What follows belongs to an exercise in optimizing a design on an open flow for small area, a short achievable clock period and few clock cycles per item; a production flow would make more cautious choices.
In this exercise RTL edits were held to simulation tests only and were not proved equivalent to the original.
Power figures rest on the tool's default switching activity, not on a simulated workload.

## flow/design.v (module list and top-level ports; edited modules follow where they fit)
// module srgbxyz_fa: 11 lines
// module srgbxyz_ha: 10 lines
// module srgb_to_xyz_pixel_converter: 1166 lines
module srgb_to_xyz_pixel_converter
(
    input  logic   clk,
    input  logic   rst_n,
    input  logic   pix_valid,
    output logic   pix_stall,
    input  srgbxyz_pkg::pixel_t pix,
    output logic   xyz_valid,
    input  logic   xyz_stall,
    output srgbxyz_pkg::xyz_t   xyz
);
  // ...
==> flow/run.sh <==
#!/bin/bash
# synth_recipe.tcl (not shown) runs the flow's synth.tcl, then flattens the netlist and writes it again
# the make line also repeats each setting of config.mk as NAME=value (left out here)
make -C /OpenROAD-flow-scripts/flow DESIGN_CONFIG=/design/flow/config.mk WORK_HOME=/design/flow/orfs CLKGATE_MAP_FILE= SYNTH_SCRIPT=/design/flow/synth_recipe.tcl finish
==> flow/config.mk <==
export PLATFORM = sky130hd
export DESIGN_NAME = srgb_to_xyz_pixel_converter
export DESIGN_NICKNAME = srgb_to_xyz_pixel_converter
export VERILOG_FILES = /design/flow/design.v
export SDC_FILE = /design/flow/constraint.sdc
export NUM_CORES = 4
export LEC_CHECK = 0
export CAP_MARGIN = 20
export CORE_MARGIN = 2
export CORE_UTILIZATION = 40
export SLEW_MARGIN = 20
export SYNTH_HIERARCHICAL = 1
==> flow/constraint.sdc <==
create_clock -name core_clock -period 9.0 [get_ports {clk}]
set_input_delay 1.8000 -clock core_clock [delete_from_list [all_inputs] [get_ports {clk}]]
set_output_delay 1.8000 -clock core_clock [all_outputs]
set_load 0.01 [all_outputs]
==> out/qor.yml, run 1 <==
skew_ns: 0.0291
switching_share_pct: 45.7
critPathMaxFanout: 20
synthTopCellsByCount: "fa_1 (828), a21oi_1 (359), nand2_1 (332)"
clockBufferDepth: 3
worst-path-stages: 10
criticalPathCategory: "input port to flip-flop"
grt_pass1_vias: 35857
crit_family: "buffers and inverters"
first_pass_iters: 10
nWellTaps: 1488
crit_buf_inv: 2
grt_use_met1_pct: 37.0
synth_adder_area_share_pct: 43.9
ys_async_sr_fraction_pct: 0.962
die_y_um: 337
cts_hold_buf: 0
num-multi-input-gates: 3351
hold_path_class: "flip-flop to flip-flop"
top_layer: "met5"
cp-start-kind: "input port"
largest_reg_flops: 45
dr_wl_met2_um: 68200
grtUsageTotal_pct: 27.0
syn_area_mm2: 0.0443
clk_latency_ns: 0.59
vdd_drop_max_mv: 0.449
synth.ff_latch_count: 312
status: "timing/DRC/antenna clean"
combPwrFrac_pct: 75.6
dp_cells: 5600
rows: 122
wl_um: 152000
period_needed_ns: 5.92
clk_pin_slew_ns: 0.06
yosys_warnings: 7
Testbench counts, summed over its fixed seeds: cycles 32,024, items 32,000.
==> run 2, diff against run 1 <==
--- a/flow/config.mk
+++ b/flow/config.mk
@@ -8,5 +8,7 @@
 export CAP_MARGIN = 20
 export CORE_MARGIN = 2
 export CORE_UTILIZATION = 40
+export SETUP_SLACK_MARGIN = 4.5
 export SLEW_MARGIN = 20
 export SYNTH_HIERARCHICAL = 1
+export TNS_END_PERCENT = 100
==> run 2 against run 1 <==
Against the previous run:
- register-to-register slack improved by 0.41 ns
- clock skew up 0.018 ns
- area after synthesis is the same
- die area did not move
- routed wire length increased by 4.1%
- final cell count up 0.41%
- critical path depth shrank 1
- cell area increased by 0.70%
- clock-buffer cell count grew 4
- total power shrank 0.73%
- sequential share of layout area fell by 0.14 points
- critical endpoint is now lb[3]
==> out/qor.yml, run 2 <==
grtUsageTotal_pct: 28.1  # +1.1 points
start_util_pct: 40.2
min_to: "v3"
port_buffers: 74
gp_congestion: 0.998
hold_path_class: "flip-flop to flip-flop"
crit_arrival_ns: 4.93
crit_buf_inv: 2  # unchanged
drt.antenna.violating_nets: 0
layout_common_cells: "fa_1 (828), a21oi_1 (359), nand2_1 (328), edfxtp_1 (309), inv_1 (273)"
nNetsFinal: 5259
cts_buffers: 40
drcViolationCount: 0
die_y_um: 337  # unchanged
r2r_slack_ns: 4.57
final_common_cell: "fa_1"
syn_area_mm2: 0.0443  # unchanged
synth_top_cell_area_share_pct: 37.5
die_x_um: 337
r2r_start: "lb[6]"
pin_count: 75
rsz0062_at_grt: "yes"
area_growth_pct: 8.65
wl_per_cell_um: 27.8
clockBufferDepth: 3  # unchanged
synth_top_area_cell: "fa_1"
grt_overflow_total: 0
vdd_drop_max_mv: 0.436  # -2.9%
status: "timing/DRC/antenna clean"
slew_violations: 0
rr_worst_depth: 8
clk_latency_ns: 0.59  # about the same
power_switching_uw: 11400
clk_pin_slew_ns: 0.05  # about the same
first_pass_iters: 6  # -4
synth_edf_count: 309
antenna_found_initial: 3
powerDensity_mw_per_mm2: 517
final_layout_size_suffix_gt1_share_pct: 6.52
synthTopCellsByCount: "fa_1 (828), a21oi_1 (359), nand2_1 (332)"
dieArea_mm2: 0.113
netlist_instances: 4170
largest_reg_flops: 45  # unchanged
grt_pass1_vias: 36100  # +0.68%
slowest_stage: "ha_1"
core_area_mm2: 0.110
criticalPathCategory: "input port to flip-flop"
relSlewSlack_pct: 26.0
final.setup.tns_ns: 0
worstHoldStart: "v2"
grt_start_max_net_pins: 125
drt_iter0_drc: 4613
finalSetupViolCount: 0
rows: 122  # unchanged
cts-root-buf: "clkbuf_16"
seqPwrFrac_pct: 18.2
yosysSeqAreaShare_pct: 21.1
viasPerCell: 6.23
dr_total_vias: 35479
timing.final.ws_setup_ns: 4.43
switching_share_pct: 45.7  # about the same
period_needed_ns: 4.57  # -1.35 ns
ys.flop_type: "edfxtp_1"
crit_chain: "clkdlybuf4s50_1 -> buf_6 -> ha_1 -> nand2b_1 -> a21oi_1 -> a31oi_1 -> mux4_2 -> nand2b_1 -> o221ai_1"
p_clk_share_pct: 6.1
hold_depth: 1
cts_hold_buf: 0  # unchanged
critPathMaxFanout: 21  # +5.0%
cp-start-kind: "input port"
required_ns: 9.36
final-hold-violation-count: 0
combPwrFrac_pct: 75.7  # about the same
ys_async_sr_fraction_pct: 0.962  # unchanged
internal_power_uw: 13500
cp_common_cell: "nand2b_1"
total_leakage_power_uw: 0.0186
r2r-end: "ca0_q[14]"
synth_area_leaders: "fa_1 (37%), edfxtp_1 (21%), ha_1 (6.5%), a21oi_1 (4.1%), nand2_1 (2.8%)"
wl_um: 158000  # +4.1%
cts_tree: "yes"
skew_ns: 0.0471  # +0.0180 ns
max_freq_mhz: 219
max_stage_delay_ns: 0.67
synth.ff_latch_count: 312  # unchanged
netlist-cell-type-count: 94
crit_family: "compound AO/OA/AOI/OAI gates"
grt_pass1_wl_um: 236000
yosys_warnings: 7  # unchanged
htree_levels: 2
dp_hpwl_um: 109000
synth.most_common_cell: "fa_1"
cp-end-kind: "flip-flop"
pre_cts_ws_ns: 2.98
period_share_pct: 50.8
worstMarginPinSlew_ns: 1.11
avgSynthCellArea_um2: 10.6
clock_sinks: 312
maxCapViolations: 0
-- run 2: cell counts after synthesis --
No cell type changed its count.
-- run 2: power by group through the flow --
stage | sequential (uW) | combinational, uW | clock (uW)
after detailed placement | 4570 | 19200 | 0
after CTS | 4550 | 19200 | 1550
after global placement | 4570 | 18500 | 0
after global routing | 4610 | 21900 | 1610
final | 4540 | 18800 | 1520
after floorplan | 4870 | 13200 | 0
-- run 2: Yosys stat by module (local to each module, per instance) --
module                       cell area [um2]  cells inside  flops+latches  copies in the design
srgbxyz_fa                              20.0             1              0                   828
srgbxyz_ha                              12.5             1              0                    34
srgb_to_xyz_pixel_converter            27300          3308            312                     1
-- run 2: worst max-delay path by stage --
stage / start / endpoint / slack (ns) / cells after the start
6_report: pix[0] / lb[3] / 4.43 / 9
5_1_grt: pix[0] / lb[0] / 4.35 / 12
4_1_cts: xyz_stall / pix_stall / 4.39 / 4
3_5_place_dp: pix[9] / lg[3] / 2.98 / 10
3_3_place_gp: pix[9] / lg[3] / 3.02 / 10
2_1_floorplan: xyz_stall / pix_stall / 3.96 / 2
-- run 2: area by class of cell --
type,count,area (um2)
Timing Repair Buffer,183,1600
Sequential cell,312,9350
Clock buffer,51,1040
Clock inverter,20,146
Antenna cell,1,2.50
Multi-Input combinational cell,3353,33000
Inverter,283,1080
Fill cell,10608,62100
Timing Repair inverter,1,7.51
Tap cell,1488,1860
-- run 2: worst reg2reg max path, delay by kind of cell (launching register included) --
| kind | cells | cell delay (ns) |
|---|---|---|
| adders and majority gates | 6 | 3.02 |
| buffers and inverters | 2 | 0.88 |
| DFF | 1 | 0.31 |
-- run 2: routing by layer --
metal	vias to the layer above	wire, um	GRT usage, %
li1	14838	-	-
met1	18182	64700	39.2
met2	2083	72200	43.8
met3	376	15300	5.54
met4	0	6150	9.66
met5	-	0	0
-- run 2: timing repair --
item | in CTS | in global routing
gates resized for setup | 49 | 32
pin swaps | 2 | 0
setup endpoints to repair | 46 | 54
gates cloned | 3 | 0
setup buffers | 14 | 5
-- run 2: kinds of logic after synthesis --
family | after synthesis | share of synthesized area [%]
compound gates | 1186 | 17.1
xor+xnor | 42 | 0.831
fa+ha+maj | 1057 | 43.9
buf+inv | 560 | 5.11
flops | 312 | 21.1
mux | 47 | 1.81
other cells | 2 | 0.0170
simple gates | 964 | 10.0
-- run 2: per-stage QoR --
step                instances  total power, uW  utilization, %  instance area, um2  hold WS [ns]
floorplan                4223            18000               -               44500         0.430
global placement         5598            23100            42.2               46500         0.440
detailed placement       5598            23700            42.2               46500         0.444
CTS                      5686            25300            43.5               48000         0.457
global route             5691            28100            43.6               48100         0.497
finish                   5692            24900            43.6               48100         0.451

-- re-timing with driven ports --
In the flow no input, the clock included, has a driving cell. The finished layouts below were timed again as built, in two steps. Step 1 (the two cells are an assumption about what drives the block):
set clk [get_ports {clk}]
set_driving_cell -lib_cell sky130_fd_sc_hd__clkbuf_16 $clk
set_driving_cell -lib_cell sky130_fd_sc_hd__buf_2 [delete_from_list [all_inputs] $clk]
Step 2 times the ports against the registers' clock, not the clock port: input delays grow and output delays shrink by t, the midpoint of the rising clock arrivals with the driver on. a / b / c = ideal ports / drivers / drivers and shift; a / b = the first two.
run	t (ns)	slack for setup (ns)	latest minus earliest clock arrival (ns)	slew at the worst register clock pin (ns)
run 1	0.643	3.080 / 3.127 / 2.483	0.030 / 0.031	0.06 / 0.06
run 2	0.629	4.430 / 4.470 / 3.841	0.049 / 0.049	0.07 / 0.07
After both steps setup and hold are still met in every run listed. The setup slack of run 1, which loses most, moves by +0.047 ns with the drivers and by -0.597 ns with both steps.
